Source: an optimization exercise on an open RTL-to-GDS flow (aim: small area, a short achievable clock period and few clock cycles per item). Production flows keep margins and buffers that such runs may drop. In this exercise RTL edits were held to simulation tests only and were not proved equivalent to the original. Power figures rest on the tool's default switching activity, not on a simulated workload.

==> flow/design.v <==
`timescale 1ns/1ns
`default_nettype none
package pkt_comm_pkg;
	typedef logic [7:0] pkt_type_t;
	typedef logic [15:0] pkt_id_t;
	typedef logic [23:0] pkt_len_t;    
	typedef logic [31:0] checksum_t;
	typedef logic [15:0] out_word_t;   
	localparam pkt_type_t PKT_COMM_VERSION = 8'd2;
	localparam pkt_type_t PKT_TYPE_WORD_LIST = 8'd1;
	localparam pkt_type_t PKT_TYPE_CMP_CONFIG = 8'd3;
	localparam int PKT_MAX_TYPE = 6;
	localparam pkt_type_t OUTPKT_TYPE_CMP_RESULT = 8'hD4;
	localparam pkt_type_t OUTPKT_TYPE_PROCESSING_DONE = 8'hD2;
	localparam int ERR_INPKT_CHECKSUM = 0;    
	localparam int ERR_INPKT_LEN = 1;         
	localparam int ERR_INPKT_TYPE = 2;        
	localparam int ERR_PKT_VERSION = 3;       
	localparam int ERR_CMP_CONFIG = 7;        
	localparam int ERR_CMP_UNCONFIGURED = 0;  
endpackage
`default_nettype wire
`timescale 1ns/1ns
`default_nettype none
package cmp_pkg;
	localparam int HASH_ADDR_BITS_MAX = 16;
	typedef logic [31:0] hash_t;
	typedef logic [31:0] word_num_t;
	typedef logic [HASH_ADDR_BITS_MAX-1:0] hash_num_t;
endpackage
`default_nettype wire
`timescale 1ns/1ns
`default_nettype none
module md5crypt_cmp (
	input wire PKT_COMM_CLK,
	input wire rst_n,
	input wire [7:0] din,                    
	output logic rd_en,
	input wire empty,
	output logic [15:0] dout,                
	output logic wr_en,
	input wire full,
	output logic [7:0] pkt_comm_status,
	output logic [7:0] app_status
);
	localparam int H0 = 0;    
	localparam int H1 = 1;    
	localparam int HC = 2;    
	localparam int PY = 3;    
	localparam int PC = 4;    
	logic [3:0] ph;           
	logic [1:0] q;            
	logic rdy;
	logic nro;                
	logic [4:0] st;           
	logic e_ver, e_type, e_len, e_chk, e_cfg, e_unc;
	logic is_cfg;             
	logic [10:0] lenw;        
	logic lbad;               
	logic mism;               
	logic [31:0] sum;         
	logic cy;                 
	logic [9:0] ci;           
	logic [4:0] count;        
	logic cbad;
	logic wok;                
	logic last;               
	logic cfg_end;            
	logic [4:0] hc;           
	logic [31:0] tbl [16];    
	logic [15:0] mf;          
	logic fin;                
	logic hit;                
	logic done_pend;
	logic [7:0] d1;
	logic t_h0, t_h1, t_cs, t_py;
	logic busy;
	logic nbo;                
	logic [3:0] cnt;          
	logic c11;                
	logic odone;
	logic [15:0] oid;
	logic [10:0] oval;
	logic [3:0] ohn;
	assign rd_en = ~nro;
	wire take = rdy & ~empty;
	wire halt = e_ver | e_type | e_len | e_chk;
	wire l0 = ph[0];
	wire l1 = ph[1];
	wire l2 = ph[2];
	wire l3 = ph[3];
	wire m0 = ph[1];
	wire m1 = ph[2];
	wire m3 = ph[0];
	wire in_h0 = st[H0];
	wire in_h1 = st[H1];
	wire in_hc = st[HC];
	wire in_py = st[PY];
	wire in_pc = st[PC];
	wire in_cs = in_hc | in_pc;
	wire [10:0] ci_inc = {1'b0, ci} + 11'd1;
	wire byte_mm = (din ^ sum[7:0]) != 8'hFF;    
	wire ev = in_h0 & l0 & (din != 8'd2);
	wire et = in_h0 & l1 & (din != 8'd1) & (din != 8'd3);
	wire el = in_h1 & l2 & ((din != 8'd0) | lbad | (lenw == 11'd0) | (lenw[10] & (lenw[9:0] != 10'd0)));
	wire ec = in_cs & l3 & (mism | byte_mm);
	wire err_now = take & (ev | et | el | ec);
	wire pkt_end = take & in_pc & l3 & ~mism & ~byte_mm;
	wire adv = take & l3;    
	wire [4:0] st_n = {
		(in_pc & ~adv) | (in_py & adv & last),
		(in_py & ~(adv & last)) | (in_hc & adv),
		(in_hc & ~adv) | (in_h1 & adv),
		(in_h1 & ~adv) | (in_h0 & adv),
		(in_h0 & ~adv) | (in_pc & adv)};
	wire s1_cfg = t_py & is_cfg;
	wire s1_wl = t_py & ~is_cfg;
	wire cw = ci == 10'h3FF;                       
	wire wr_ok = s1_cfg & wok;                     
	logic [15:0] eq, we, mask;
	always_comb begin
		for (int i = 0; i < 16; i++) begin
			eq[i] = tbl[i][31:24] == d1;
			we[i] = wr_ok & (ci[3:0] == 4'(i));
			mask[i] = 5'(i) < hc;
		end
	end
	always_ff @(posedge PKT_COMM_CLK) begin
		for (int i = 0; i < 16; i++)
			tbl[i] <= {tbl[i][7:0], we[i] ? d1 : tbl[i][31:24], tbl[i][23:8]};
	end
	wire s1_add = t_h0 | t_h1 | t_py;
	wire [7:0] aa = t_h0 ? 8'h00 : sum[31:24];
	wire [7:0] ap = aa ^ d1;
	wire [7:0] ag = aa & d1;
	logic [8:0] ac;
	logic [7:0] gg, gp;
	always_comb begin
		gg[0] = ag[0];
		gp[0] = ap[0];
		for (int i = 1; i < 8; i++) begin
			gg[i] = ag[i] | (ap[i] & gg[i-1]);
			gp[i] = ap[i] & gp[i-1];
		end
		ac[0] = ~m0 & cy;
		for (int i = 1; i < 9; i++)
			ac[i] = gg[i-1] | (gp[i-1] & ac[0]);
	end
	wire [8:0] add = {ac[8], ap ^ ac[7:0]};
	wire [7:0] sum_2 = s1_add ? add[7:0] : t_cs ? 8'h00 : sum[31:24];
	always_ff @(posedge PKT_COMM_CLK) begin
		sum <= {sum[7:0], sum_2, sum[23:8]};
		if (s1_add)
			cy <= add[8];
		if (take & in_cs)
			mism <= (~l0 & mism) | byte_mm;
	end
	wire hitpend = fin & hit;
	wire ofin = c11 & ~full;                      
	wire ofree = ~busy | ofin;
	wire load_res = hitpend & ofree;
	wire done_now = ofree & ~hitpend & ~is_cfg;
	wire load_now = rdy & in_pc & l3 & done_now;
	wire load_pend = done_pend & ofree & ~hitpend;
	wire busy_n = load_res | load_pend | (pkt_end & done_now) | (busy & ~ofin);
	logic [15:0] mf_n;
	always_comb begin
		if (s1_wl)
			mf_n = (m0 ? mask : mf) & eq;
		else if (load_res)
			mf_n = 16'd0;
		else
			mf_n = mf;
	end
	logic [3:0] hn;
	always_comb begin
		hn = 4'd0;
		for (int i = 15; i >= 0; i--)
			if (mf[i]) hn = 4'(i);
	end
	wire allow_b2 = ~done_pend & ~hitpend & (~busy | (cnt >= 4'd5) | ((cnt == 4'd4) & ~full));
	wire s2 = (|mf_n) & busy & ~ofin;
	wire b2_stall = in_h0 & l1 & ~allow_b2;
	wire c0_take = l3 & ~is_cfg & (in_hc | (in_py & ~last));
	wire c0_wait = l3 & ~is_cfg & in_py;
	wire rdy_take = ~err_now & ~b2_stall & ~(c0_take & s2);
	wire rdy_wait = (q == 2'd1) & ~b2_stall & ~(c0_wait & s2);
	wire rdy_n = ~halt & (take ? rdy_take : rdy_wait);
	always_ff @(posedge PKT_COMM_CLK or negedge rst_n) begin
		if (!rst_n) begin
			ph <= 4'b1000;
			q <= 2'd1;
			rdy <= 1'b0;
			nro <= 1'b1;
			st <= 5'b00001;
			e_ver <= 1'b0;
			e_type <= 1'b0;
			e_len <= 1'b0;
			e_chk <= 1'b0;
			e_cfg <= 1'b0;
			e_unc <= 1'b0;
			hc <= 5'd0;
			fin <= 1'b0;
			done_pend <= 1'b0;
			busy <= 1'b0;
			nbo <= 1'b1;
			cfg_end <= 1'b0;
			t_h0 <= 1'b0;
			t_h1 <= 1'b0;
			t_cs <= 1'b0;
			t_py <= 1'b0;
		end else begin
			ph <= {ph[2:0], ph[3]};
			q <= take ? 2'd0 : q - 2'd1;
			st <= st_n;
			rdy <= rdy_n;
			nro <= ~rdy_n;
			if (take & ev) e_ver <= 1'b1;
			if (take & et) e_type <= 1'b1;
			if (take & el) e_len <= 1'b1;
			if (take & ec) e_chk <= 1'b1;
			cfg_end <= pkt_end & is_cfg;
			t_h0 <= take & in_h0;
			t_h1 <= take & in_h1;
			t_cs <= take & in_cs;
			t_py <= take & in_py;
			if (s1_cfg & cw & m1 & (cbad | (d1 != 8'd0)))
				e_cfg <= 1'b1;                      
			if (s1_cfg & ~cw & m3 & ~wok)
				e_cfg <= 1'b1;                      
			if (cfg_end) begin
				if (ci != {5'd0, count})
					e_cfg <= 1'b1;                  
				else if (!e_cfg)
					hc <= count;
			end
			if (s1_wl & m3) begin
				fin <= 1'b1;
				if (hc == 5'd0)
					e_unc <= 1'b1;
			end else if ((s1_wl & m0) | load_res)
				fin <= 1'b0;
			done_pend <= (done_pend & ~load_pend) | (pkt_end & ~is_cfg & ~done_now);
			busy <= busy_n;
			nbo <= ~busy_n;
		end
	end
	logic [9:0] ci_n;
	logic [4:0] count_n;
	logic cbad_n;
	always_comb begin
		ci_n = ci;
		if (take & in_hc)
			ci_n = 10'h3FF;
		else if (t_py & m3)
			ci_n = ci_inc[9:0];
		count_n = count;
		cbad_n = cbad;
		if (s1_cfg & cw & m0) begin
			count_n = d1[4:0];
			cbad_n = (d1 == 8'd0) | (d1 > 8'd16);
		end else if (s1_cfg & cw & m1)
			cbad_n = cbad | (d1 != 8'd0);
	end
	wire [10:0] psum = oval + {7'd0, ohn};
	logic [15:0] nxt;
	always_comb begin
		case (cnt)
		4'd0: nxt = oid;
		4'd1: nxt = 16'h0008;
		4'd3: nxt = odone ? 16'h2DF5 : 16'h2BF5;
		4'd4: nxt = ~oid;
		4'd5: nxt = {5'd0, oval};
		4'd7: nxt = {12'd0, ohn};
		4'd9: nxt = ~{5'd0, psum};
		4'd10: nxt = 16'hFFFF;
		default: nxt = 16'h0000;
		endcase
	end
	always_ff @(posedge PKT_COMM_CLK) begin
		d1 <= din;
		if (take & in_h0 & l1)
			is_cfg <= din[1];
		if (take & in_h0 & l2)
			oid[7:0] <= din;
		if (take & in_h0 & l3)
			oid[15:8] <= din;
		if (take & in_h1 & l0) begin
			lenw[5:0] <= din[7:2];
			lbad <= din[1:0] != 2'd0;
		end
		if (take & in_h1 & l1) begin
			lenw[10:6] <= din[4:0];
			lbad <= lbad | (din[7:5] != 3'd0);
		end
		ci <= ci_n;
		count <= count_n;
		cbad <= cbad_n;
		if (take & in_hc)
			wok <= 1'b0;
		else if (t_py & m3)
			wok <= cw ? ~cbad : wok & (ci_inc[4:0] != count);
		last <= (ci + 10'd2) == lenw[9:0];
		mf <= mf_n;
		hit <= |mf_n;
		if (load_res) begin
			odone <= 1'b0;
			oval <= {1'b0, ci};
			ohn <= hn;
			cnt <= 4'd0;
			c11 <= 1'b0;
			dout <= 16'hD402;
		end else if (load_now | load_pend) begin
			odone <= 1'b1;
			oval <= ci_inc;
			ohn <= 4'd0;
			cnt <= 4'd0;
			c11 <= 1'b0;
			dout <= 16'hD202;
		end else if (busy & ~full) begin
			cnt <= cnt + 4'd1;
			c11 <= cnt == 4'd10;
			dout <= nxt;
		end
	end
	assign wr_en = ~(nbo | full);
	assign pkt_comm_status = {e_cfg, 3'b000, e_ver, e_type, e_len, e_chk};
	assign app_status = {7'd0, e_unc};
endmodule
`default_nettype wire
==> flow/run.sh <==
#!/bin/bash
# synth_recipe.tcl (not shown) runs the flow's synth.tcl, then flattens the netlist and writes it again
# the make line also repeats each setting of config.mk as NAME=value (left out here)
make -C /OpenROAD-flow-scripts/flow DESIGN_CONFIG=/design/flow/config.mk WORK_HOME=/design/flow/orfs CLKGATE_MAP_FILE= SYNTH_SCRIPT=/design/flow/synth_recipe.tcl finish
==> flow/config.mk <==
export PLATFORM = sky130hd
export DESIGN_NAME = md5crypt_cmp
export DESIGN_NICKNAME = md5crypt_cmp
export VERILOG_FILES = /design/flow/design.v
export SDC_FILE = /design/flow/constraint.sdc
export NUM_CORES = 4
export LEC_CHECK = 0
export CAP_MARGIN = 20
export CORE_MARGIN = 2
export CORE_UTILIZATION = 45
export CTS_CLUSTER_DIAMETER = 80
export CTS_CLUSTER_SIZE = 30
export SETUP_SLACK_MARGIN = 2.7
export SLEW_MARGIN = 20
==> flow/constraint.sdc <==
create_clock -name core_clock -period 5.0 [get_ports {PKT_COMM_CLK}]
set_input_delay 1.0000 -clock core_clock [delete_from_list [all_inputs] [get_ports {PKT_COMM_CLK}]]
set_output_delay 1.0000 -clock core_clock [all_outputs]
set_load 0.01 [all_outputs]
==> results.yml, run 1 <==
outcome:
  status: "complete, no violations"
yosys:
  ys_async_sr_fraction: 0.04797
  synth_area_mm2: 0.02164
  synth_area_leaders: "dfxtp_1 (56%), edfxtp_1 (7.1%), mux2_2 (6.6%), xor2_1 (4.4%), xnor2_1 (3.4%)"
  syn-mean-instance-area_um2: 12.50
  synth_ff_type: "dfxtp_1"
  postSynthCellCount: 1731
  synth-edff-count: 51
  synth_area_leader_cell: "dfxtp_1"
  synth.distinct_cells: 68
  synth_top_area_frac: 0.5588
  ys_seq_area_frac: 0.6681
  ys_ff_latch: 688
  yosys_warnings: 2
final_layout:
  syn_to_final_growth_pct: 12.15
  fillCellCount: 4191
  antenna_cells: 0
  drive_gt1_frac: 0.1948
  finalNetCount: 1823
worst_setup_path:
  start_kind: "flip-flop"
  startpoint: "d1[0]"
  critPathMaxFanout: 11
  path_class: "reg2reg"
  path_cells: "buf_12 > buf_4 > xor2_1 > nor4_2 > o2111ai_1 > and4_1 > nand4_1 > nor4_4 > o31a_1"
  critical_path_arrival_ns: 2.86
  rr_worst_depth: 9
  r2r_slack_ns: 2.65
  r2r_end: "rdy"
  max_stage_delay_ns: 0.39
  slowest_stage: "dfxtp_4"
  crit_cells: 9
  endpoint: "rdy"
  crit_family: "simple AND/OR/NAND/NOR gates"
  timing.rr.start: "d1[0]"
  cp_num_buf_inv: 2
  worst_ep_required_time_ns: 5.51
  endpoint_kind: "flip-flop"
run:
  cap_viol_max_count: 0
die:
  start_util: 0.4541
  fp.dieH_um: 223.3
  die-area_mm2: 0.04985
  boundaryPins: 46
  rows: 80
  die_w_um: 223.3
  core_mm2: 0.04765
timing:
  setup_slack_ns: 2.649
  relSlewSlack: 0.3703
  fin_crit_ns: 2.351
  min_period_over_period: 0.4701
  setup_viol: 0
  fmax_mhz: 425.4
  fin_worst_skew_ns: 0.03832
  rsz0062_at_grt: "yes"
  tns_ns: 0
  maxSlewViolCount: 0
  worst_pin_slew_ns: 0.9373
  final_hold_viol_count: 0
detailed_routing:
  first_iter_violations: 807
  finalWirelength_um: 46070
  vias: 12242
  vias_per_cell: 5.075
  wl_per_cell_um: 19.10
  firstDrtPassIters: 6
  route.detailed.drc: 0
  met1_length_um: 21810
  dr_wl_met2_um: 21130
  top_layer: "met4"
  dr_wl_met3_um: 1673
  ant_nets: 0
placement:
  post-place-ws_ns: 1.387
  place.gp.congestion: 0.8839
  hpwl_um: 28960
  io_buffers: 35
global_routing:
  overflow: 0
  grt_max_degree: 36
  grt.total_usage: 0.1845
  grt_pass1_wl_um: 71350
  antenna_found_initial: 0
  first_global_vias: 12136
clocking:
  insertion_delay_ns: 0.62
  cts.sinks: 688
  cts_tree: "done"
  ctsRootBufferMaster: "clkbuf_16"
  cts_buffer_depth: 3
  cts_buffers: 29
  clk_pin_slew_ns: 0.12
  ctsHtreeMaxLevel: 1
pwr:
  p_leak_nw: 9.710
  peakVddDrop_uv: 270.4
  powerDensity_mw_per_mm2: 390.6
min_path:
  hold_class: "reg2reg"
## layout by cell type (no fill, tap or decap), drive strengths merged, types with 6 or more instances in the layout
master       netlist  routed
xnor2             85      85
inv               41      46
clkbuf            47      41
dfrtp             28      28
a31oi             12      12
and3               8       8
o211ai             7       7
o32ai              8       8
dfxtp            604     604
nor3              40      40
nand4             24      24
a211oi             8       8
nor2b             13      13
or3                6       6
o21a               6       6
ha                23      23
conb               1      10
dlygate4sd2        0      18
nand2b            11      11
o2111ai            9       9
edfxtp            51      51
a21o              11      11
nor4              26      26
mux2             127     127
a21oi             26      26
nand2            104     104
a2111oi            7       7
nand3             35      35
nor2              86      86
buf               43      74
xor2             109     109
o21ai             52      52
and2               9       9
## where the power goes
group	switching [mW]	internal, mW	total (mW)
registers	0.108	5.65	5.75
clock network	1.69	1.14	2.83
logic	0.535	0.360	0.894
## worst min path at each step
stage                     cells after the start        from          to  slack [ns]
after global routing                          0  tbl[1][17]   tbl[1][9]        0.33
after global placement                        0   tbl[6][1]  tbl[6][25]        0.31
after detailed placement                      0      sum[8]      sum[0]        0.31
final                                         0  tbl[8][17]   tbl[8][9]        0.31
after CTS                                     0  tbl[1][17]   tbl[1][9]        0.32
after floorplan                               0      sum[8]      sum[0]        0.31
## layer usage
metal,up-vias,GRT usage
met3,76,0.02410
met2,237,0.3024
li1,5934,-
met5,-,0
met4,0,0.05333
met1,5995,0.2568
## layout make-up
type,instances,area [um^2],area share
clock buffers,35,768.2,0.03166
clock inverters,7,108.9,0.004486
inverters,41,153.9,0.006342
multi-input cells,921,6993,0.2882
flip-flops and latches,688,14510,0.5980
well taps,615,769.5,0.03171
repair buffers,105,960.9,0.03960
## cells in the mapped netlist (4+ instances only)
cell type,count
a2111oi_0,7
a211oi_1,8
a21o_1,10
a21oi_1,26
a22oi_1,5
a31oi_1,12
and2_1,8
and3_1,8
buf_1,5
buf_2,13
buf_4,24
clkbuf_1,47
dfrtp_1,28
dfstp_2,5
dfxtp_1,604
edfxtp_1,51
ha_1,23
inv_1,41
mux2_2,127
nand2_1,104
nand2b_1,10
nand3_1,35
nand4_1,24
nor2_1,86
nor2b_1,13
nor3_1,39
nor3b_1,4
nor4_1,24
o2111ai_1,9
o211ai_1,7
o21a_1,6
o21ai_0,52
o21bai_1,4
o22ai_1,5
o31ai_1,5
o32ai_1,8
or3_1,6
xnor2_1,85
xor2_1,109
## state kept, by name, summed over array words and instances, names as in the netlist, 2 cells and up, named ones only
| signal | count |
|---|---|
| ci | 10 |
| d1 | 8 |
| dout | 16 |
| st | 2 |
| ohn | 4 |
| hc | 5 |
| oval | 11 |
| ph | 4 |
| oid | 16 |
| count | 5 |
| sum | 32 |
| mf | 16 |
| tbl | 512 |
| cnt | 4 |
| lenw | 11 |
| q | 2 |
## kinds of logic (layout without fill, tap and decap cells)
group	Yosys count	in the layout	synth area share
buffers and inverters	131	188	0.02799
flip-flops	688	688	0.6681
AND/OR/NAND/NOR	377	377	0.08506
XOR/XNOR	194	194	0.07853
AO/OA/AOI/OAI	186	186	0.05800
adder cells (fa/ha/maj)	25	25	0.01515
other	1	10	0.0001733
multiplexers	129	129	0.06702
## per-stage QoR
stage	utilization	total power [mW]	cell area (um^2)	hold WS (ns)	instances
finish	0.5093	9.478	24270	0.3084	2412
global route	0.5093	9.865	24270	0.3333	2412
CTS	0.5037	9.536	24000	0.3208	2399
detailed placement	0.4717	6.744	22470	0.3121	2314
global placement	0.4717	6.731	22470	0.3097	2314
floorplan	-	6.410	21700	0.3096	1740
## repair_timing
item | 4_1_cts | 5_1_grt
endpoints found under the setup margin | 180 | 95
hold buffers | 0 | 0
buffers inserted | 43 | 13
resized for setup | 131 | 65
hold endpoints to repair | 0 | 0
pin swaps | 11 | 19
Testbench counts, summed over its fixed seeds: cycles 37,298, items 8,714.
==> inputs of run 2 (changes only) <==
--- a/flow/config.mk
+++ b/flow/config.mk
@@ -8,7 +8,8 @@
 export CAP_MARGIN = 20
 export CORE_MARGIN = 2
 export CORE_UTILIZATION = 45
-export CTS_CLUSTER_DIAMETER = 80
-export CTS_CLUSTER_SIZE = 30
+export CTS_BUF_LIST = sky130_fd_sc_hd__clkbuf_8
+export CTS_CLUSTER_DIAMETER = 60
+export CTS_CLUSTER_SIZE = 20
 export SETUP_SLACK_MARGIN = 2.7
 export SLEW_MARGIN = 20
==> run 2 against run 1 <==
Effect of this change: still clean on timing, DRC and antenna; worst hold slack worse by 0.0033 ns; die area did not move; first-iteration DRC count rose by 2.7%; sequential share of layout area is essentially flat; setup slack got worse by 0.030 ns; cell area did not move; synthesized cell count unchanged; power shrank 0.98%; critical path type is now in2out; largest power group unchanged.
==> results.yml, run 2 <==
worst_setup_path:
  max_stage_delay_ns: 0.15
  path_class: "in2out"
  endpoint_kind: "output pin"
  worst_ep_required_time_ns: 4.00
  critical_path_arrival_ns: 1.38
  crit_top_cell: "buf_2"
  start_kind: "primary input"
  critPathMaxFanout: 5
  path_cells: "buf_2 > nor2_1 > buf_2"
  r2r_slack_ns: 2.63
  slowest_stage: "buf_2"
detailed_routing:
  route.detailed.drc: 0
  vias: 12427
  vias_per_cell: 5.091
  first_iter_violations: 829
  ant_nets: 0
  finalWirelength_um: 46720
  firstDrtPassIters: 5
  wl_per_cell_um: 19.14
clocking:
  ctsHtreeMaxLevel: 2
  cts.sinks: 688
  cts_tree: "done"
  clk_pin_slew_ns: 0.12
  insertion_delay_ns: 0.67
  cts_buffer_depth: 3
  ctsRootBufferMaster: "clkbuf_8"
  cts_buffers: 45
yosys:
  synth_common_cells: "dfxtp_1 (604), mux2_2 (127), xor2_1 (109)"
  synth_ff_type: "dfxtp_1"
  ys_async_sr_fraction: 0.04797
  synth_area_mm2: 0.02164
  ys_ff_latch: 688
  synth_area_leader_cell: "dfxtp_1"
  yosys_warnings: 2
  synth-edff-count: 51
  synth_area_leaders: "dfxtp_1 (56%), edfxtp_1 (7.1%), mux2_2 (6.6%), xor2_1 (4.4%), xnor2_1 (3.4%)"
  syn-mean-instance-area_um2: 12.50
  ys_seq_area_frac: 0.6681
  yosysMostFrequentCell: "dfxtp_1"
  synth_top_area_frac: 0.5588
  synth.distinct_cells: 68
  postSynthCellCount: 1731
run:
  cap_viol_max_count: 0
global_routing:
  grt.total_usage: 0.1882
  grt_max_degree: 36
  first_global_vias: 12388
  grt_pass1_wl_um: 72110
  overflow: 0
  antenna_found_initial: 0
final_layout:
  final_common_cell: "dfxtp_1"
  top_regs: "tbl (512), sum (32)"
  fin_cells: 2441
  syn_to_final_growth_pct: 12.15
  drive_gt1_frac: 0.2185
  finalNetCount: 1840
  mostFrequentLayoutCells: "dfxtp_1 (579), mux2_2 (127), xor2_1 (109)"
  fin_area_mm2: 0.02427
  largest_reg_flops: 512
  antenna_cells: 0
  regMostFlops: "tbl"
timing:
  fin_worst_skew_ns: 0.03955
  min_period_over_period: 0.4762
  worst_pin_slew_ns: 0.9448
  maxSlewViolCount: 0
  final_hold_viol_count: 0
  tns_ns: 0
  relSlewSlack: 0.3653
  setup_viol: 0
  rsz0062_at_grt: "yes"
  fin_crit_ns: 2.381
  fmax_mhz: 420.0
die:
  die_w_um: 223.3
  core_mm2: 0.04765
  fp.dieH_um: 223.3
  boundaryPins: 46
  start_util: 0.4541
  die-area_mm2: 0.04985
  rows: 80
min_path:
  hold_class: "reg2reg"
pwr:
  peakVddDrop_uv: 254.0
  powerDensity_mw_per_mm2: 386.7
  p_leak_nw: 9.727
placement:
  place.gp.congestion: 0.8839
  place_area_mm2: 0.02247
  hpwl_um: 28960
  place_inst: 2314
  io_buffers: 35
outcome:
  status: "complete, no violations"
run 2: cell counts after synthesis:
No cell type changed its count.
run 2: metal layers:
| metal | global-route usage | up-vias | part of all wire |
|---|---|---|---|
| met5 | 0 | - | 0 |
| met4 | 0.06409 | 0 | 0.031 |
| met3 | 0.03543 | 76 | 0.048 |
| met2 | 0.3000 | 286 | 0.45 |
| met1 | 0.2583 | 6082 | 0.47 |
| li1 | - | 5983 | - |
run 2: area by class of cell:
type / count / area, um^2
inverter: 41 / 153.9
fill: 4173 / 23380
clock inverter: 21 / 180.2
sequential: 688 / 14520
clock buffer: 49 / 674.4
multi-input combinational: 921 / 6970
timing repair buffer: 106 / 994.7
tap: 615 / 769.5
run 2: kinds of logic (layout without fill, tap and decap cells):
family                   count (synthesis)  after routing  share of synthesized area
flip-flops                             688            688                     0.6681
adder cells (fa/ha/maj)                 25             25                    0.01515
multiplexers                           129            129                    0.06702
AO/OA/AOI/OAI                          186            186                    0.05800
buffers and inverters                  131            217                    0.02799
AND/OR/NAND/NOR                        377            377                    0.08506
XOR/XNOR                               194            194                    0.07853
other                                    1             10                  0.0001733
run 2: metrics by stage:
stage / setup slack (ns) / power [mW] / utilization / hold slack [ns]
3_3_place_gp: 1.350 / 6.731 / 0.4717 / 0.3097
6_report: 2.619 / 9.385 / 0.5093 / 0.3052
4_1_cts: 2.571 / 9.469 / 0.5043 / 0.2970
2_1_floorplan: 2.338 / 6.410 / - / 0.3096
5_1_grt: 2.545 / 9.801 / 0.5093 / 0.3141
3_5_place_dp: 1.387 / 6.744 / 0.4717 / 0.3121
run 2: worst max-delay path: cells and delay by family:
family,cells,cell delay [ns]
buffers and inverters,2,0.28
AND/OR/NAND/NOR,1,0.10
run 2: repair_timing:
item | in CTS | in global routing
setup buffers | 46 | 11
gates cloned | 0 | 0
hold buffers | 0 | 0
pin swaps | 12 | 15
setup endpoints to repair | 153 | 103
resized for setup | 186 | 42
run 2: worst paths after layout:
check | startpoint | to | depth (start not counted)
min | tbl[6][6] | tbl[6][30] | 0
min in group asynchronous | rst_n | ph[2] | 2
max reg2reg | t_h0 | sum[23] | 10
max | full | wr_en | 3
min reg2reg | tbl[6][6] | tbl[6][30] | 0
max in group asynchronous | rst_n | ph[1] | 2
run 2: where the power goes:
group | total (mW) | leakage, nW | switching, mW | internal (mW)
Sequential | 5.77 | 5.79 | 0.112 | 5.65
Clock | 2.71 | 0.454 | 1.75 | 0.956
Combinational | 0.912 | 3.48 | 0.537 | 0.375
Total | 9.38 | 9.73 | 2.40 | 6.99
==> inputs of run 3 (changes only) <==
--- a/flow/config.mk
+++ b/flow/config.mk
@@ -8,8 +8,7 @@
 export CAP_MARGIN = 20
 export CORE_MARGIN = 2
 export CORE_UTILIZATION = 45
-export CTS_BUF_LIST = sky130_fd_sc_hd__clkbuf_8
 export CTS_CLUSTER_DIAMETER = 60
-export CTS_CLUSTER_SIZE = 20
+export CTS_CLUSTER_SIZE = 34
 export SETUP_SLACK_MARGIN = 2.7
 export SLEW_MARGIN = 20
==> run 3 against run 2 <==
Effect of this change: first-iteration DRC count rose by 8.0%; synthesized area unchanged; register-to-register slack improved by 0.04 ns; die area is the same; sequential share of layout area shrank 1.4 points; via count shrank 0.41%; sequential power is essentially flat; cell area increased by 2.2%.
==> results.yml, run 3 <==
detailed_routing:
  dr_wl_met2_um: 21300
  firstDrtPassIters: 5
  first_iter_violations: 895
  wl_per_cell_um: 19.10
  finalWirelength_um: 46560
  top_layer: "met4"
  vias_per_cell: 5.076
  dr_wl_met3_um: 2152
  met1_length_um: 21790
  ant_nets: 0
  route.detailed.drc: 0
  vias: 12376
clocking:
  ctsRootBufferMaster: "clkbuf_16"
  cts_buffer_depth: 3
  clk_pin_slew_ns: 0.11
  insertion_delay_ns: 0.58
  ctsHtreeMaxLevel: 2
  cts.sinks: 688
  cts_buffers: 35
  cts_tree: "done"
timing:
  worst_pin_slew_ns: 0.9949
  setup_viol: 0
  min_period_over_period: 0.4656
  fin_worst_skew_ns: 0.01810
  maxSlewViolCount: 0
  fmax_mhz: 429.6
  holdWs_ns: 0.3212
  relSlewSlack: 0.3316
  final_hold_viol_count: 0
  rsz0062_at_grt: "yes"
  setup_slack_ns: 2.672
  fin_crit_ns: 2.328
  tns_ns: 0
pwr:
  p_seq_frac: 0.567
  p_leak_nw: 9.948
  total_power_mw: 10.14
  p_sw_frac: 0.2565
  cellInternalPower_mw: 7.536
  powerDensity_mw_per_mm2: 408.6
  p_sw_mw: 2.600
  power.clock.fraction: 0.344
  combPwrFrac: 0.089
  peakVddDrop_uv: 231.4
yosys:
  synth-edff-count: 51
  ys_ff_latch: 688
  ys_seq_area_frac: 0.6681
  synth_top_area_frac: 0.5588
  syn-mean-instance-area_um2: 12.50
  yosys_warnings: 2
  synth_common_cells: "dfxtp_1 (604), mux2_2 (127), xor2_1 (109)"
  synth.distinct_cells: 68
  synth_area_leaders: "dfxtp_1 (56%), edfxtp_1 (7.1%), mux2_2 (6.6%), xor2_1 (4.4%), xnor2_1 (3.4%)"
  ys_async_sr_fraction: 0.04797
  synth_area_leader_cell: "dfxtp_1"
  synth_ff_type: "dfxtp_1"
  postSynthCellCount: 1731
  synth_area_mm2: 0.02164
  yosysMostFrequentCell: "dfxtp_1"
placement:
  io_buffers: 35
  post-place-ws_ns: 1.387
  hpwl_um: 28960
  place.gp.congestion: 0.8839
outcome:
  status: "complete, no violations"
worst_setup_path:
  path_class: "reg2reg"
  critical_path_arrival_ns: 2.74
  startpoint: "t_h0"
  r2r_end: "sum[23]"
  crit_cells: 10
  endpoint_kind: "flip-flop"
  rr_worst_depth: 10
  crit_family: "compound AO/OA/AOI/OAI gates"
  start_kind: "flip-flop"
  slowest_stage: "dfrtp_2"
  timing.rr.start: "t_h0"
  critPathMaxFanout: 4
  path_cells: "nor2b_4 > ha_4 > and3b_1 > o21ai_2 > a21boi_4 > o31a_1 > nor4_1 > nor3_1 > xnor2_1 > o32ai_1"
  cp_num_buf_inv: 0
  max_stage_delay_ns: 0.44
  worst_ep_required_time_ns: 5.41
  r2r_slack_ns: 2.67
die:
  rows: 80
  die_w_um: 223.3
  core_mm2: 0.04765
  die-area_mm2: 0.04985
  fp.dieH_um: 223.3
  start_util: 0.4541
  boundaryPins: 46
final_layout:
  largest_reg_flops: 512
  final_common_cell: "dfxtp_1"
  regMostFlops: "tbl"
  syn_to_final_growth_pct: 14.67
  drive_gt1_frac: 0.2079
  antenna_cells: 0
  mostFrequentLayoutCells: "dfxtp_1 (590), mux2_2 (127), xor2_1 (109)"
  finalNetCount: 1834
  fillCellCount: 4088
  top_regs: "tbl (512), sum (32)"
global_routing:
  grt.total_usage: 0.1888
  antenna_found_initial: 0
  grt_max_degree: 36
  grt_pass1_wl_um: 72220
  first_global_vias: 12212
  overflow: 0
min_path:
  worstHoldEndpoint: "tbl[9][5]"
  hold_class: "reg2reg"
  hold_depth: 0
  hold_start: "tbl[9][13]"
run:
  cap_viol_max_count: 0
[run 3: cell count changes in the layout (fill, tap and decap cells not counted), sizes merged]
cell,before,now
buf,83,79
clkbuf,50,48
clkdlybuf4s15,12,3
clkinv,7,11
clkinvlp,2,0
dlygate4sd2,8,18
[run 3: worst max-delay path by stage]
stage / slack [ns] / endpoint
global route: 2.57 / sum[23]
global placement: 1.35 / rdy
detailed placement: 1.39 / rdy
floorplan: 2.34 / rdy
CTS: 2.57 / wr_en
finish: 2.67 / sum[23]
[run 3: area by class of cell]
type                            instances  area (um^2)  share of cell area
Inverter                               41        156.4            0.006304
Clock inverter                         23        332.8             0.01341
Sequential cell                       688        14510              0.5848
Tap cell                              615        769.5             0.03101
Clock buffer                           40        957.2             0.03858
Timing Repair Buffer                  110         1028             0.04145
Multi-Input combinational cell        921         7058              0.2845
[run 3: routing by layer]
| layer | GRT usage | up-vias |
|---|---|---|
| met4 | 0.06280 | 0 |
| met1 | 0.2627 | 6047 |
| met5 | 0 | - |
| li1 | - | 5976 |
| met3 | 0.03187 | 73 |
| met2 | 0.3004 | 280 |
[run 3: per-stage QoR]
stage	utilization	instances	area (um^2)
detailed placement	0.4717	2314	22470
global route	0.5207	2438	24810
floorplan	-	1740	21700
finish	0.5207	2438	24810
CTS	0.5144	2427	24510
global placement	0.4717	2314	22470
[run 3: power groups by stage]
stage	sequential (mW)	combinational, mW	clock [mW]
2_1_floorplan	5.85	0.557	0
3_3_place_gp	5.90	0.829	0
3_5_place_dp	5.90	0.841	0
4_1_cts	5.75	0.878	3.58
5_1_grt	5.77	0.993	3.79
6_report	5.75	0.904	3.48
[run 3: timing repair]
item | 4_1_cts | 5_1_grt
setup buffers | 50 | 11
gates resized for setup | 128 | 81
pin swaps | 19 | 18
hold buffers | 0 | 0
setup endpoints to repair | 174 | 99
[run 3: kinds of logic after synthesis]
kind of cell               Yosys count  share of synthesized area
adders and majority gates           25                    0.01515
and+or+nand+nor                    377                    0.08506
other                                1                  0.0001733
AOI/OAI and AO/OA                  186                    0.05800
xor gates and xnor gates           194                    0.07853
DFF                                688                     0.6681
muxes                              129                    0.06702
buffers and inverters              131                    0.02799
==> inputs of run 4 (changes only) <==
--- a/flow/design.v
+++ b/flow/design.v
@@ -178,8 +178,8 @@
 		for (int i = 15; i >= 0; i--)
 			if (mf[i]) hn = 4'(i);
 	end
-	wire allow_b2 = ~done_pend & ~hitpend & (~busy | (cnt >= 4'd5) | ((cnt == 4'd4) & ~full));
-	wire s2 = (|mf_n) & busy & ~ofin;
+	wire allow_b2 = ~done_pend & ~hitpend & (~busy | (cnt >= 4'd6) | ((cnt == 4'd5) & ~full));
+	wire s2 = hit & busy & ~ofin;    
 	wire b2_stall = in_h0 & l1 & ~allow_b2;
 	wire c0_take = l3 & ~is_cfg & (in_hc | (in_py & ~last));
 	wire c0_wait = l3 & ~is_cfg & in_py;
@@ -263,17 +263,19 @@
 			cbad_n = cbad | (d1 != 8'd0);
 	end
 	wire [10:0] psum = oval + {7'd0, ohn};
+	wire [3:0] cnt_n = cnt + {3'd0, busy & ~full};
 	logic [15:0] nxt;
 	always_comb begin
-		case (cnt)
-		4'd0: nxt = oid;
-		4'd1: nxt = 16'h0008;
-		4'd3: nxt = odone ? 16'h2DF5 : 16'h2BF5;
-		4'd4: nxt = ~oid;
-		4'd5: nxt = {5'd0, oval};
-		4'd7: nxt = {12'd0, ohn};
-		4'd9: nxt = ~{5'd0, psum};
-		4'd10: nxt = 16'hFFFF;
+		case (cnt_n)
+		4'd0: nxt = odone ? 16'hD202 : 16'hD402;
+		4'd1: nxt = oid;
+		4'd2: nxt = 16'h0008;
+		4'd4: nxt = odone ? 16'h2DF5 : 16'h2BF5;
+		4'd5: nxt = ~oid;
+		4'd6: nxt = {5'd0, oval};
+		4'd8: nxt = {12'd0, ohn};
+		4'd10: nxt = ~{5'd0, psum};
+		4'd11: nxt = 16'hFFFF;
 		default: nxt = 16'h0000;
 		endcase
 	end
@@ -309,19 +311,22 @@
 			ohn <= hn;
 			cnt <= 4'd0;
 			c11 <= 1'b0;
-			dout <= 16'hD402;
 		end else if (load_now | load_pend) begin
 			odone <= 1'b1;
 			oval <= ci_inc;
 			ohn <= 4'd0;
 			cnt <= 4'd0;
 			c11 <= 1'b0;
-			dout <= 16'hD202;
 		end else if (busy & ~full) begin
 			cnt <= cnt + 4'd1;
 			c11 <= cnt == 4'd10;
-			dout <= nxt;
 		end
+		if (load_res)
+			dout <= 16'hD402;
+		else if (load_now | load_pend)
+			dout <= 16'hD202;
+		else
+			dout <= nxt;
 	end
 	assign wr_en = ~(nbo | full);
 	assign pkt_comm_status = {e_cfg, 3'b000, e_ver, e_type, e_len, e_chk};
--- a/flow/config.mk
+++ b/flow/config.mk
@@ -7,8 +7,8 @@
 export LEC_CHECK = 0
 export CAP_MARGIN = 20
 export CORE_MARGIN = 2
-export CORE_UTILIZATION = 45
-export CTS_CLUSTER_DIAMETER = 60
-export CTS_CLUSTER_SIZE = 34
-export SETUP_SLACK_MARGIN = 2.7
+export CORE_UTILIZATION = 50
+export CTS_CLUSTER_DIAMETER = 80
+export CTS_CLUSTER_SIZE = 30
+export SETUP_SLACK_MARGIN = 2.75
 export SLEW_MARGIN = 20
==> run 4 against run 3 <==
Effect of this change: power rose by 1.3%; clock skew rose by 0.0075 ns; die area fell by 10%; non-clock buffer count rose by 9; critical path depth fell by 7; utilization rose by 4.6 points; sequential power rose by 2%; synthesized cell count fell by 2.5%; combinational power rose by 63%; register-to-register slack improved by 0.05 ns; critical path type is now in2out; largest cell class unchanged.
==> results.yml, run 4 <==
detailed_routing:
  firstDrtPassIters: 5
  wl_per_cell_um: 19.78
  ant_nets: 0
  vias_per_cell: 5.178
  finalWirelength_um: 45830
  route.detailed.drc: 0
  first_iter_violations: 786
  vias: 11997
yosys:
  synth_top_family_by_area: "simple AND/OR/NAND/NOR gates"
  yosys_warnings: 2
  ys_seq_area_frac: 0.6715
  synth.distinct_cells: 77
  postSynthCellCount: 1688
  synth_top_area_frac: 0.5617
  synth_area_leader_cell: "dfxtp_1"
  ys_ff_latch: 688
  synthSimpleGateAreaFrac: 0.08119
  synth_xor_area_frac: 0.07364
  yosys-mux-area-fraction: 0.07114
  synth_common_cells: "dfxtp_1 (604), xor2_1 (99), nand2_1 (83)"
  synth_area_mm2: 0.02153
  yosysMostFrequentCell: "dfxtp_1"
  synth_area_leaders: "dfxtp_1 (56%), edfxtp_1 (7.1%), xor2_1 (4.0%), mux2_1 (3.7%), xnor2_1 (3.3%)"
  synth_ff_type: "dfxtp_1"
  synth-edff-count: 51
  syn-mean-instance-area_um2: 12.75
  synth-compound-area-share: 0.06010
  synthAdderAreaFrac: 0.01523
  ys_async_sr_fraction: 0.04797
clocking:
  cts.sinks: 688
  cts_buffer_depth: 3
  cts_buffers: 30
  ctsHtreeMaxLevel: 1
  clk_pin_slew_ns: 0.11
  ctsRootBufferMaster: "clkbuf_16"
  cts_tree: "done"
  insertion_delay_ns: 0.62
global_routing:
  grt_max_degree: 34
  grt.total_usage: 0.2064
  overflow: 0
  grt_pass1_wl_um: 70300
  antenna_found_initial: 0
  first_global_vias: 11992
worst_setup_path:
  critical_path_arrival_ns: 1.35
  r2r_slack_ns: 2.72
  endpoint_kind: "output pin"
  worst_ep_required_time_ns: 4.00
  rr_worst_depth: 11
  r2r_end: "dout[7]"
  critPathMaxFanout: 4
  start_kind: "primary input"
  path_class: "in2out"
  timing.rr.start: "busy"
final_layout:
  final_common_cell: "dfxtp_1"
  drive_gt1_frac: 0.1739
  fin_util: 0.5671
  fin_area_mm2: 0.02427
  largest_reg_flops: 512
  mostFrequentLayoutCells: "dfxtp_1 (590), xor2_1 (98), xnor2_1 (82)"
  syn_to_final_growth_pct: 12.73
  antenna_cells: 0
  finalNetCount: 1793
  top_regs: "tbl (512), sum (32)"
  regMostFlops: "tbl"
timing:
  min_period_over_period: 0.4708
  final_hold_viol_count: 0
  relSlewSlack: 0.4025
  fmax_mhz: 424.8
  fin_crit_ns: 2.354
  fin_worst_skew_ns: 0.02555
  setup_viol: 0
  rsz0062_at_grt: "yes"
  holdWs_ns: 0.3191
  worst_pin_slew_ns: 0.8962
  tns_ns: 0
  setup_slack_ns: 2.646
  maxSlewViolCount: 0
min_path:
  hold_class: "reg2reg"
  worstHoldEndpoint: "tbl[5][1]"
  hold_start: "tbl[5][9]"
  hold_depth: 0
die:
  boundaryPins: 46
  die_w_um: 211.5
  fp.dieH_um: 211.5
  core_mm2: 0.04279
  start_util: 0.5031
  die-area_mm2: 0.04473
  rows: 76
pwr:
  peakVddDrop_uv: 273.5
  powerDensity_mw_per_mm2: 423.0
  p_leak_nw: 10.01
run:
  cap_viol_max_count: 0
placement:
  post-place-ws_ns: 1.118
  hpwl_um: 27800
  place.gp.congestion: 0.8534
  io_buffers: 35
  place_area_mm2: 0.02237
outcome:
  status: "complete, no violations"
## run 4: cell count changes in the layout (fill, tap and decap cells not counted), sizes merged, moves of 10 or more
cell	change
and3	+11
xor2	-10
nor3	-11
nor2	-25
nand2	-21
buf	+17
inv	-17
a21oi	+19
## run 4: power breakdown
| part | internal, mW | switching (mW) |
|---|---|---|
| Combinational | 0.656 | 0.815 |
| Clock | 1.20 | 1.74 |
| Sequential | 5.70 | 0.151 |
| Total | 7.56 | 2.71 |
## run 4: timing repair
item | 4_1_cts | 5_1_grt
setup buffers | 50 | 19
pin swaps | 5 | 18
resized for setup | 134 | 57
endpoints found under the setup margin | 205 | 89
hold buffers | 0 | 0
## run 4: cell families (layout without fill, tap and decap cells)
kind of cell,Yosys count,after routing
XOR/XNOR,181,181
AND/OR/NAND/NOR,339,339
buffers and inverters,123,197
AO/OA/AOI/OAI,196,196
adder cells (fa/ha/maj),25,25
multiplexers,135,135
flip-flops,688,688
other,1,10
## run 4: per-stage QoR
stage | total power [mW] | instances
after floorplan | 6.916 | 1697
after global placement | 7.226 | 2201
after detailed placement | 7.248 | 2201
after CTS | 10.22 | 2298
after global routing | 10.71 | 2317
final | 10.27 | 2317
## run 4: worst max-delay path, stage by stage
cell and delay [ns]:
buf_4 0.14, nor2_2 0.09, buf_2 0.13
## run 4: routing by layer
layer	part of all wire	global-route usage	wire length, um
met2	0.45	0.3318	20570
met1	0.48	0.2851	21840
met3	0.035	0.02477	1610
met4	0.040	0.08329	1816
met5	0	0	0
## run 4: worst max path at each step
stage,end,from,cells after the start
after detailed placement,dout[7],full,12
after global placement,dout[10],full,12
after CTS,wr_en,nbo,2
after floorplan,dout[0],full,13
final,wr_en,full,3
after global routing,dout[10],busy,11
## run 4: final cells by class
class / count / area, um^2
fillers: 3505 / 18520
flip-flops and latches: 688 / 14510
multi-input cells: 886 / 6969
repair buffers: 119 / 1036
clock buffers: 36 / 794.5
well taps: 546 / 683.2
clock inverters: 11 / 160.2
inverters: 31 / 116.4
Testbench counts of run 4, summed over its fixed seeds: cycles 37,387, items 8,714.
==> inputs of run 5 (changes only) <==
--- a/flow/config.mk
+++ b/flow/config.mk
@@ -10,5 +10,5 @@
 export CORE_UTILIZATION = 50
 export CTS_CLUSTER_DIAMETER = 80
 export CTS_CLUSTER_SIZE = 30
-export SETUP_SLACK_MARGIN = 2.75
+export SETUP_SLACK_MARGIN = 2.8
 export SLEW_MARGIN = 20
==> run 5 against run 4 <==
Effect of this change: count of clock-buffer cells in the layout fell by 2; critical path depth did not move; clock skew rose by 0.0014 ns; synthesized area did not move; non-clock buffer count rose by 23; fmax rose by 1.2%; synthesized cell count did not move; global-route usage fell by 0.14 points; cell area rose by 1.1%; first-iteration DRC count rose by 8.8%; sequential share of layout area fell by 0.59 points; utilization rose by 0.63 points; critical path type unchanged; critical endpoint unchanged; largest cell class unchanged; highest routed layer unchanged.
==> results.yml, run 5 <==
run:
  cap_viol_max_count: 0
yosys:
  synth.distinct_cells: 77
  synth_area_leaders: "dfxtp_1 (56%), edfxtp_1 (7.1%), xor2_1 (4.0%), mux2_1 (3.7%), xnor2_1 (3.3%)"
  postSynthCellCount: 1688
  yosysMostFrequentCell: "dfxtp_1"
  synth-edff-count: 51
  ys_async_sr_fraction: 0.04797
  yosys_warnings: 2
  ys_ff_latch: 688
  syn-mean-instance-area_um2: 12.75
  synth_area_mm2: 0.02153
  synth_ff_type: "dfxtp_1"
  synth_area_leader_cell: "dfxtp_1"
  ys_seq_area_frac: 0.6715
  synth_common_cells: "dfxtp_1 (604), xor2_1 (99), nand2_1 (83)"
  synth_top_area_frac: 0.5617
final_layout:
  mostFrequentLayoutCells: "dfxtp_1 (581), xor2_1 (98), buf_4 (90)"
  drive_gt1_frac: 0.1976
  top_regs: "tbl (512), sum (32)"
  fin_util: 0.5734
  final_common_cell: "dfxtp_1"
  finalNetCount: 1818
  regMostFlops: "tbl"
  syn_to_final_growth_pct: 13.97
  largest_reg_flops: 512
worst_setup_path:
  critPathMaxFanout: 4
  critical_path_arrival_ns: 1.33
  path_class: "in2out"
  crit_family: "buffers and inverters"
  worst_ep_required_time_ns: 4.00
  endpoint_kind: "output pin"
  slowest_stage: "buf_2"
  max_stage_delay_ns: 0.13
  cp_num_buf_inv: 2
  path_cells: "buf_8 > nor2_1 > buf_2"
  start_kind: "primary input"
clocking:
  cts.sinks: 688
  cts_buffers: 31
  cts_buffer_depth: 3
  clk_pin_slew_ns: 0.11
  cts_tree: "done"
  insertion_delay_ns: 0.62
  hold_buffers: 0
  ctsHtreeMaxLevel: 1
  ctsRootBufferMaster: "clkbuf_16"
detailed_routing:
  first_iter_violations: 855
  firstDrtPassIters: 5
  route.detailed.drc: 0
  wl_per_cell_um: 19.53
  vias: 12148
  finalWirelength_um: 45790
  vias_per_cell: 5.183
  ant_nets: 0
global_routing:
  antenna_found_initial: 0
  overflow: 0
  grt_pass1_wl_um: 69440
  grt_max_degree: 34
  grt.total_usage: 0.2050
  first_global_vias: 11737
pwr:
  peakVddDrop_uv: 321.7
  powerDensity_mw_per_mm2: 422.6
  p_leak_nw: 10.13
  total_power_mw: 10.37
timing:
  worst_pin_slew_ns: 0.9112
  rsz0062_at_grt: "yes"
  final_hold_viol_count: 0
  fin_crit_ns: 2.327
  setup_viol: 0
  fin_worst_skew_ns: 0.02691
  holdWs_ns: 0.3098
  maxSlewViolCount: 0
  fmax_mhz: 429.8
  relSlewSlack: 0.3925
  min_period_over_period: 0.4654
  tns_ns: 0
die:
  die_w_um: 211.5
  start_util: 0.5031
  rows: 76
  boundaryPins: 46
  die-area_mm2: 0.04473
  fp.dieH_um: 211.5
  core_mm2: 0.04279
outcome:
  status: "complete, no violations"
placement:
  place.gp.congestion: 0.8970
  hpwl_um: 27980
  io_buffers: 35
min_path:
  hold_class: "reg2reg"
[run 5: cell counts after synthesis]
Identical to the previous run, type by type.
[run 5: stage by stage]
step                      setup WS [ns]  cell area, um^2  cells
after floorplan                   2.234            21760   1697
after global placement            1.197            22390   2202
after detailed placement          1.094            22390   2202
after CTS                         2.645            24130   2311
after global routing              2.591            24530   2343
final                             2.673            24540   2344
[run 5: timing repair]
action	in CTS	in global routing
pin swaps	10	30
gates resized for setup	174	79
setup endpoints to repair	228	87
gates cloned	1	0
buffers inserted	59	32
[run 5: layout make-up]
class                   instances  area [um^2]
fillers                      3515        18260
inverters                      31        121.4
well taps                     546        683.2
clock buffers                  34        797.0
flip-flops and latches        688        14530
clock inverters                15        188.9
multi-input cells             887         7020
diodes                          1        2.502
repair buffers                142         1197
[run 5: worst register-to-register path: cells and delay by family (launching register included)]
family,cells,cell delay (ns)
compound gates,4,0.54
fa+ha+maj,2,0.34
buf+inv,2,0.32
flops,1,0.40
simple gates,3,0.54
[run 5: report_power, final]
| group | switching, mW | leakage [nW] | total [mW] | internal [mW] |
|---|---|---|---|---|
| sequential | 0.155 | 5.77 | 5.86 | 5.71 |
| combinational | 0.822 | 3.88 | 1.52 | 0.703 |
| clock | 1.76 | 0.478 | 2.98 | 1.22 |
[run 5: path summary, 6_finish.rpt]
| check | startpoint | endpoint | slack, ns | cells after the start |
|---|---|---|---|---|
| max in group asynchronous | rst_n | ph[1] | 3.83 | 1 |
| setup / recovery | full | wr_en | 2.67 | 3 |
| hold reg to reg | tbl[6][13] | tbl[6][5] | 0.31 | 0 |
| setup reg to reg | busy | dout[7] | 2.73 | 11 |
| min in group asynchronous | rst_n | fin | 0.50 | 1 |
| hold / removal | tbl[6][13] | tbl[6][5] | 0.31 | 0 |
[run 5: layer usage]
| layer | part of all wire | GRT usage | up-vias |
|---|---|---|---|
| li1 | - | - | 5919 |
| met1 | 0.47 | 0.2813 | 5926 |
| met5 | 0 | 0 | - |
| met2 | 0.46 | 0.3343 | 230 |
| met4 | 0.034 | 0.06969 | 0 |
| met3 | 0.036 | 0.02922 | 73 |
[run 5: cells by family after synthesis]
| group | Yosys count | share of synthesized area |
|---|---|---|
| xor+xnor | 181 | 0.07364 |
| other cells | 1 | 0.0001742 |
| mux | 135 | 0.07114 |
| simple gates | 339 | 0.08119 |
| buf+inv | 123 | 0.02708 |
| compound gates | 196 | 0.06010 |
| fa+ha+maj | 25 | 0.01523 |
| flops | 688 | 0.6715 |
==> inputs of run 6 (changes only) <==
--- a/flow/config.mk
+++ b/flow/config.mk
@@ -7,8 +7,8 @@
 export LEC_CHECK = 0
 export CAP_MARGIN = 20
 export CORE_MARGIN = 2
-export CORE_UTILIZATION = 50
+export CORE_UTILIZATION = 52
 export CTS_CLUSTER_DIAMETER = 80
 export CTS_CLUSTER_SIZE = 30
-export SETUP_SLACK_MARGIN = 2.8
+export SETUP_SLACK_MARGIN = 2.7
 export SLEW_MARGIN = 20
==> run 6 against run 5 <==
Effect of this change: register-to-register slack worse by 0.02 ns; clock power is 4% lower; clock skew shrank 0.0053 ns; critical path depth down 1; setup slack worse by 0.035 ns; die area fell by 3.8%; critical endpoint unchanged; highest routed layer unchanged.
==> results.yml, run 6 <==
worst_setup_path:
  path_class: "reg2out"
  endpoint_kind: "output pin"
  worst_ep_required_time_ns: 4.00
  start_kind: "flip-flop"
  critical_path_arrival_ns: 1.36
  critPathMaxFanout: 1
yosys:
  synth_area_mm2: 0.02153
  yosysMostFrequentCell: "dfxtp_1"
  synth_ff_type: "dfxtp_1"
  postSynthCellCount: 1688
  ys_ff_latch: 688
  synth_area_leader_cell: "dfxtp_1"
  synth.distinct_cells: 77
  ys_seq_area_frac: 0.6715
  synth_area_leaders: "dfxtp_1 (56%), edfxtp_1 (7.1%), xor2_1 (4.0%), mux2_1 (3.7%), xnor2_1 (3.3%)"
  synth_top_area_frac: 0.5617
  syn-mean-instance-area_um2: 12.75
  yosys_warnings: 2
  synth_common_cells: "dfxtp_1 (604), xor2_1 (99), nand2_1 (83)"
  ys_async_sr_fraction: 0.04797
  synth-edff-count: 51
die:
  core_mm2: 0.04083
  fp.dieH_um: 207.5
  boundaryPins: 46
  die_w_um: 207.5
  start_util: 0.5272
  die-area_mm2: 0.04304
  rows: 74
final_layout:
  antenna_cells: 0
  largest_reg_flops: 512
  drive_gt1_frac: 0.1632
  regMostFlops: "tbl"
  fillCellCount: 3353
  multi_input_area_mm2: 0.006937
  syn_to_final_growth_pct: 12.11
  regArea_mm2: 0.01451
  final_common_cell: "dfxtp_1"
  finalNetCount: 1793
  top_regs: "tbl (512), sum (32)"
  mostFrequentLayoutCells: "dfxtp_1 (592), xor2_1 (98), xnor2_1 (82)"
  fin_cells: 2303
timing:
  maxSlewViolCount: 0
  setup_viol: 0
  worst_pin_slew_ns: 0.9350
  min_period_over_period: 0.4724
  rsz0062_at_grt: "yes"
  fmax_mhz: 423.4
  tns_ns: 0
  final_hold_viol_count: 0
  fin_worst_skew_ns: 0.02158
  fin_crit_ns: 2.362
  holdWs_ns: 0.3172
  relSlewSlack: 0.3605
detailed_routing:
  vias_per_cell: 5.213
  finalWirelength_um: 44660
  route.detailed.drc: 0
  first_iter_violations: 766
  ant_nets: 0
  wl_per_cell_um: 19.39
  firstDrtPassIters: 5
  vias: 12006
outcome:
  status: "complete, no violations"
clocking:
  cts.sinks: 688
  cts_buffers: 29
  cts_tree: "done"
  ctsRootBufferMaster: "clkbuf_16"
  cts_buffer_depth: 3
  clk_pin_slew_ns: 0.12
  ctsHtreeMaxLevel: 1
  hold_buffers: 0
  insertion_delay_ns: 0.62
global_routing:
  grt.total_usage: 0.2016
  grt_max_degree: 34
  overflow: 0
  first_global_vias: 11497
  grt_pass1_wl_um: 67630
  antenna_found_initial: 1
placement:
  io_buffers: 35
  place_inst: 2185
  place.gp.congestion: 0.8461
  hpwl_um: 27820
pwr:
  peakVddDrop_uv: 361.0
  p_leak_nw: 9.978
  powerDensity_mw_per_mm2: 421.9
run:
  cap_viol_max_count: 0
min_path:
  hold_class: "reg2reg"
-- run 6: what timing repair did --
action | CTS | global route
buffers inserted | 33 | 38
pin swaps | 4 | 11
gates resized for setup | 107 | 50
cloned | 0 | 1
setup endpoints to repair | 195 | 92
-- run 6: path summary, 6_finish.rpt --
path | startpoint | to | slack, ns | depth (start not counted)
worst max-delay path | nbo | wr_en | 2.64 | 2
min in group asynchronous | rst_n | q[1] | 0.47 | 1
worst min-delay path | tbl[6][16] | tbl[6][8] | 0.32 | 0
worst max register to register | busy | dout[10] | 2.71 | 10
worst min register to register | tbl[6][16] | tbl[6][8] | 0.32 | 0
max in group asynchronous | rst_n | ph[1] | 3.92 | 1
-- run 6: critical path: stages (launching register included) --
cell and delay [ns]:
dfstp_2 0.59, nor2_2 0.04, buf_2 0.13
-- run 6: stage by stage --
step | area [um^2] | total power, mW | setup WS, ns | utilization
after global routing | 24140 | 10.59 | 2.603 | 0.5911
after detailed placement | 22330 | 7.256 | 0.5158 | 0.5470
after floorplan | 21740 | 6.915 | 2.234 | -
after CTS | 23680 | 10.13 | 2.561 | 0.5799
after global placement | 22330 | 7.241 | 0.6393 | 0.5470
final | 24140 | 10.18 | 2.638 | 0.5911
-- run 6: area by class of cell --
cell class	instances	area share
Sequential cell	688	0.6011
Multi-Input combinational cell	887	0.2874
Timing Repair Buffer	119	0.04251
Clock buffer	38	0.03188
Tap cell	532	0.02758
Inverter	31	0.004821
Clock inverter	8	0.004666
-- run 6: logic make-up after synthesis --
kind of cell	share of synthesized area
AO/OA/AOI/OAI	0.06010
buffers and inverters	0.02708
XOR/XNOR	0.07364
AND/OR/NAND/NOR	0.08119
flip-flops	0.6715
other	0.0001742
multiplexers	0.07114
adder cells (fa/ha/maj)	0.01523
-- run 6: layer usage --
layer,track usage,up-vias,share of wire
li1,-,5865,-
met3,0.02648,62,0.036
met4,0.06700,0,0.034
met1,0.2901,5854,0.49
met5,0,-,0
met2,0.3156,225,0.44
-- run 6: power by group --
| group | total, mW | leakage [nW] | switching, mW | internal (mW) |
|---|---|---|---|---|
| Sequential | 5.86 | 5.77 | 0.159 | 5.70 |
| Combinational | 1.47 | 3.78 | 0.827 | 0.646 |
| Clock | 2.85 | 0.426 | 1.71 | 1.14 |
==> inputs of run 7 (changes only) <==
--- a/flow/config.mk
+++ b/flow/config.mk
@@ -7,7 +7,7 @@
 export LEC_CHECK = 0
 export CAP_MARGIN = 20
 export CORE_MARGIN = 2
-export CORE_UTILIZATION = 52
+export CORE_UTILIZATION = 48
 export CTS_CLUSTER_DIAMETER = 80
 export CTS_CLUSTER_SIZE = 30
 export SETUP_SLACK_MARGIN = 2.7
==> run 7 against run 6 <==
Effect of this change: combinational power hardly changed; first-iteration DRC count is 4.8% lower; still clean on timing, DRC and antenna; wire length is 3.1% higher; highest routed layer unchanged.
==> results.yml, run 7 <==
clocking:
  cts_buffers: 30
  insertion_delay_ns: 0.62
  ctsRootBufferMaster: "clkbuf_16"
  cts.sinks: 688
  cts_tree: "done"
  cts_buffer_depth: 3
  clk_pin_slew_ns: 0.11
  ctsHtreeMaxLevel: 1
min_path:
  hold_class: "reg2reg"
worst_setup_path:
  critical_path_arrival_ns: 1.34
  critPathMaxFanout: 1
  crit_cells: 2
  path_cells: "nor2_2 > buf_2"
  endpoint: "wr_en"
  endpoint_kind: "output pin"
  slowest_stage: "dfstp_2"
  crit_family: "flip-flops"
  r2r_slack_ns: 2.66
  timing.rr.start: "busy"
  worst_ep_required_time_ns: 4.00
  max_stage_delay_ns: 0.57
  path_class: "reg2out"
  start_kind: "flip-flop"
  cp_num_buf_inv: 1
  r2r_end: "dout[2]"
  rr_worst_depth: 13
  startpoint: "nbo"
global_routing:
  overflow: 0
  grtUsageMet2: 0.3094
  grt.total_usage: 0.1946
  first_global_vias: 11795
  antenna_found_initial: 1
  use_met1: 0.2731
  grt_max_degree: 37
  grt_busiest_layer: "met2"
  grt_pass1_wl_um: 69820
  use_met3: 0.02058
detailed_routing:
  first_iter_violations: 729
  finalWirelength_um: 46040
  route.detailed.drc: 0
  vias: 11989
  wl_per_cell_um: 19.56
  ant_nets: 0
  vias_per_cell: 5.093
  firstDrtPassIters: 5
placement:
  io_buffers: 35
  hpwl_um: 27960
  place_area_mm2: 0.02240
  place.gp.congestion: 0.8315
timing:
  fmax_mhz: 427.8
  fin_worst_skew_ns: 0.02314
  setup_viol: 0
  fin_crit_ns: 2.337
  min_period_over_period: 0.4675
  relSlewSlack: 0.4557
  maxSlewViolCount: 0
  rsz0062_at_grt: "yes"
  tns_ns: 0
  worst_pin_slew_ns: 0.8165
  final_hold_viol_count: 0
  holdWs_ns: 0.3245
die:
  core_mm2: 0.04422
  rows: 77
  die_w_um: 215.8
  start_util: 0.4868
  die-area_mm2: 0.04656
  fp.dieH_um: 215.8
  boundaryPins: 46
yosys:
  synth.distinct_cells: 77
  syn-mean-instance-area_um2: 12.75
  synth_area_leader_cell: "dfxtp_1"
  synth_area_leaders: "dfxtp_1 (56%), edfxtp_1 (7.1%), xor2_1 (4.0%), mux2_1 (3.7%), xnor2_1 (3.3%)"
  synth_common_cells: "dfxtp_1 (604), xor2_1 (99), nand2_1 (83)"
  ys_seq_area_frac: 0.6715
  ys_ff_latch: 688
  synth_top_area_frac: 0.5617
  postSynthCellCount: 1688
  synth_ff_type: "dfxtp_1"
  synth_area_mm2: 0.02153
  yosysMostFrequentCell: "dfxtp_1"
  yosys_warnings: 2
  synth-edff-count: 51
  ys_async_sr_fraction: 0.04797
pwr:
  peakVddDrop_uv: 269.5
  p_leak_nw: 10.03
  powerDensity_mw_per_mm2: 425.7
  total_power_mw: 10.37
outcome:
  status: "complete, no violations"
final_layout:
  antenna_cells: 0
  fin_area_mm2: 0.02435
  largest_reg_flops: 512
  fillCellCount: 3712
  drive_gt1_frac: 0.1663
  top_regs: "tbl (512), sum (32)"
  final_common_cell: "dfxtp_1"
  mostFrequentLayoutCells: "dfxtp_1 (592), xor2_1 (98), xnor2_1 (82)"
  finalNetCount: 1788
  syn_to_final_growth_pct: 13.11
  regMostFlops: "tbl"
run:
  cap_viol_max_count: 0
run 7: cell types whose count changed in the layout (fill, tap and decap cells not counted), sizes merged:
cell,delta
inv,+1
clkbuf,-6
a21o,+1
a32o,-1
buf,-5
bufinv,+1
run 7: metrics by stage:
stage | util | std cells | setup slack (ns)
3_3_place_gp | 0.5066 | 2244 | 1.146
4_1_cts | 0.5401 | 2324 | 2.575
2_1_floorplan | - | 1697 | 2.234
6_report | 0.5507 | 2354 | 2.663
5_1_grt | 0.5507 | 2354 | 2.545
3_5_place_dp | 0.5066 | 2244 | 1.038
run 7: worst min-delay path by stage:
| stage | startpoint | end | cells past startpoint | slack [ns] |
|---|---|---|---|---|
| after global placement | tbl[15][20] | tbl[15][12] | 0 | 0.31 |
| after floorplan | sum[8] | sum[0] | 0 | 0.31 |
| final | tbl[4][20] | tbl[4][12] | 0 | 0.32 |
| after detailed placement | tbl[2][0] | tbl[2][24] | 0 | 0.31 |
| after CTS | tbl[4][20] | tbl[4][12] | 0 | 0.33 |
| after global routing | tbl[6][10] | tbl[6][2] | 0 | 0.32 |
run 7: area by class of cell:
type | instances | area (um^2) | share of cell area
Sequential cell | 688 | 14510 | 0.5957
Multi-Input combinational cell | 887 | 6958 | 0.2857
Timing Repair Buffer | 113 | 1059 | 0.04347
Clock buffer | 33 | 804.5 | 0.03304
Tap cell | 592 | 740.7 | 0.03042
Clock inverter | 10 | 167.7 | 0.006885
Inverter | 31 | 116.4 | 0.004779
run 7: logic make-up (layout without fill, tap and decap cells):
kind of cell / after synthesis / after routing / synth area share
mux: 135 / 135 / 0.07114
other cells: 1 / 10 / 0.0001742
simple gates: 339 / 339 / 0.08119
flops: 688 / 688 / 0.6715
compound gates: 196 / 197 / 0.06010
xor+xnor: 181 / 181 / 0.07364
fa+ha+maj: 25 / 25 / 0.01523
buf+inv: 123 / 187 / 0.02708
run 7: where the power goes:
group	internal, mW	switching, mW	leakage, nW
Combinational	0.677	0.818	3.78
Sequential	5.70	0.150	5.77
Clock	1.27	1.75	0.477
run 7: metal layers:
layer,up-vias,wire [um]
met5,-,0
met4,0,1501
met3,58,1588
met2,235,20970
met1,5848,21980
li1,5848,-
run 7: timing repair:
item / CTS / global route
gates cloned: 1 / 2
endpoints found under the setup margin: 254 / 73
pin swaps: 1 / 16
resized for setup: 109 / 64
hold buffers: 0 / 0
buffers inserted: 36 / 28

## afterwards: timing with drivers on the ports
No port has a modelled driver above. Below, the same layouts with a new extraction and two added sets of constraints. Step 1 assumes that a clkbuf_16 drives the clock port and a buf_2 every other input. Step 2 moves the port delays by t, midway between the first and last clock arrival at a register: inputs arrive t later, outputs are due t later. That takes back most of the time a late clock gives input paths. Slacks: no drivers / after step 1 / after step 2; pairs: no drivers / after step 1.
| run | shift t [ns] | setup slack, ns | clock arrival spread, ns |
|---|---|---|---|
| run 1 | 0.660 | 2.649 / 2.632 / 2.070 | 0.039 / 0.040 |
| run 2 | 0.694 | 2.619 / 2.590 / 2.064 | 0.042 / 0.043 |
| run 3 | 0.629 | 2.672 / 2.651 / 2.093 | 0.024 / 0.024 |
| run 4 | 0.671 | 2.646 / 2.616 / 2.062 | 0.032 / 0.032 |
| run 5 | 0.661 | 2.673 / 2.628 / 2.086 | 0.028 / 0.028 |
| run 6 | 0.661 | 2.638 / 2.585 / 2.044 | 0.024 / 0.025 |
| run 7 | 0.666 | 2.663 / 2.604 / 2.061 | 0.030 / 0.030 |
After both steps setup and hold are still met in every run listed. For run 7, which loses most, drivers alone change the setup slack by -0.059 ns; drivers and shift together by -0.602 ns.
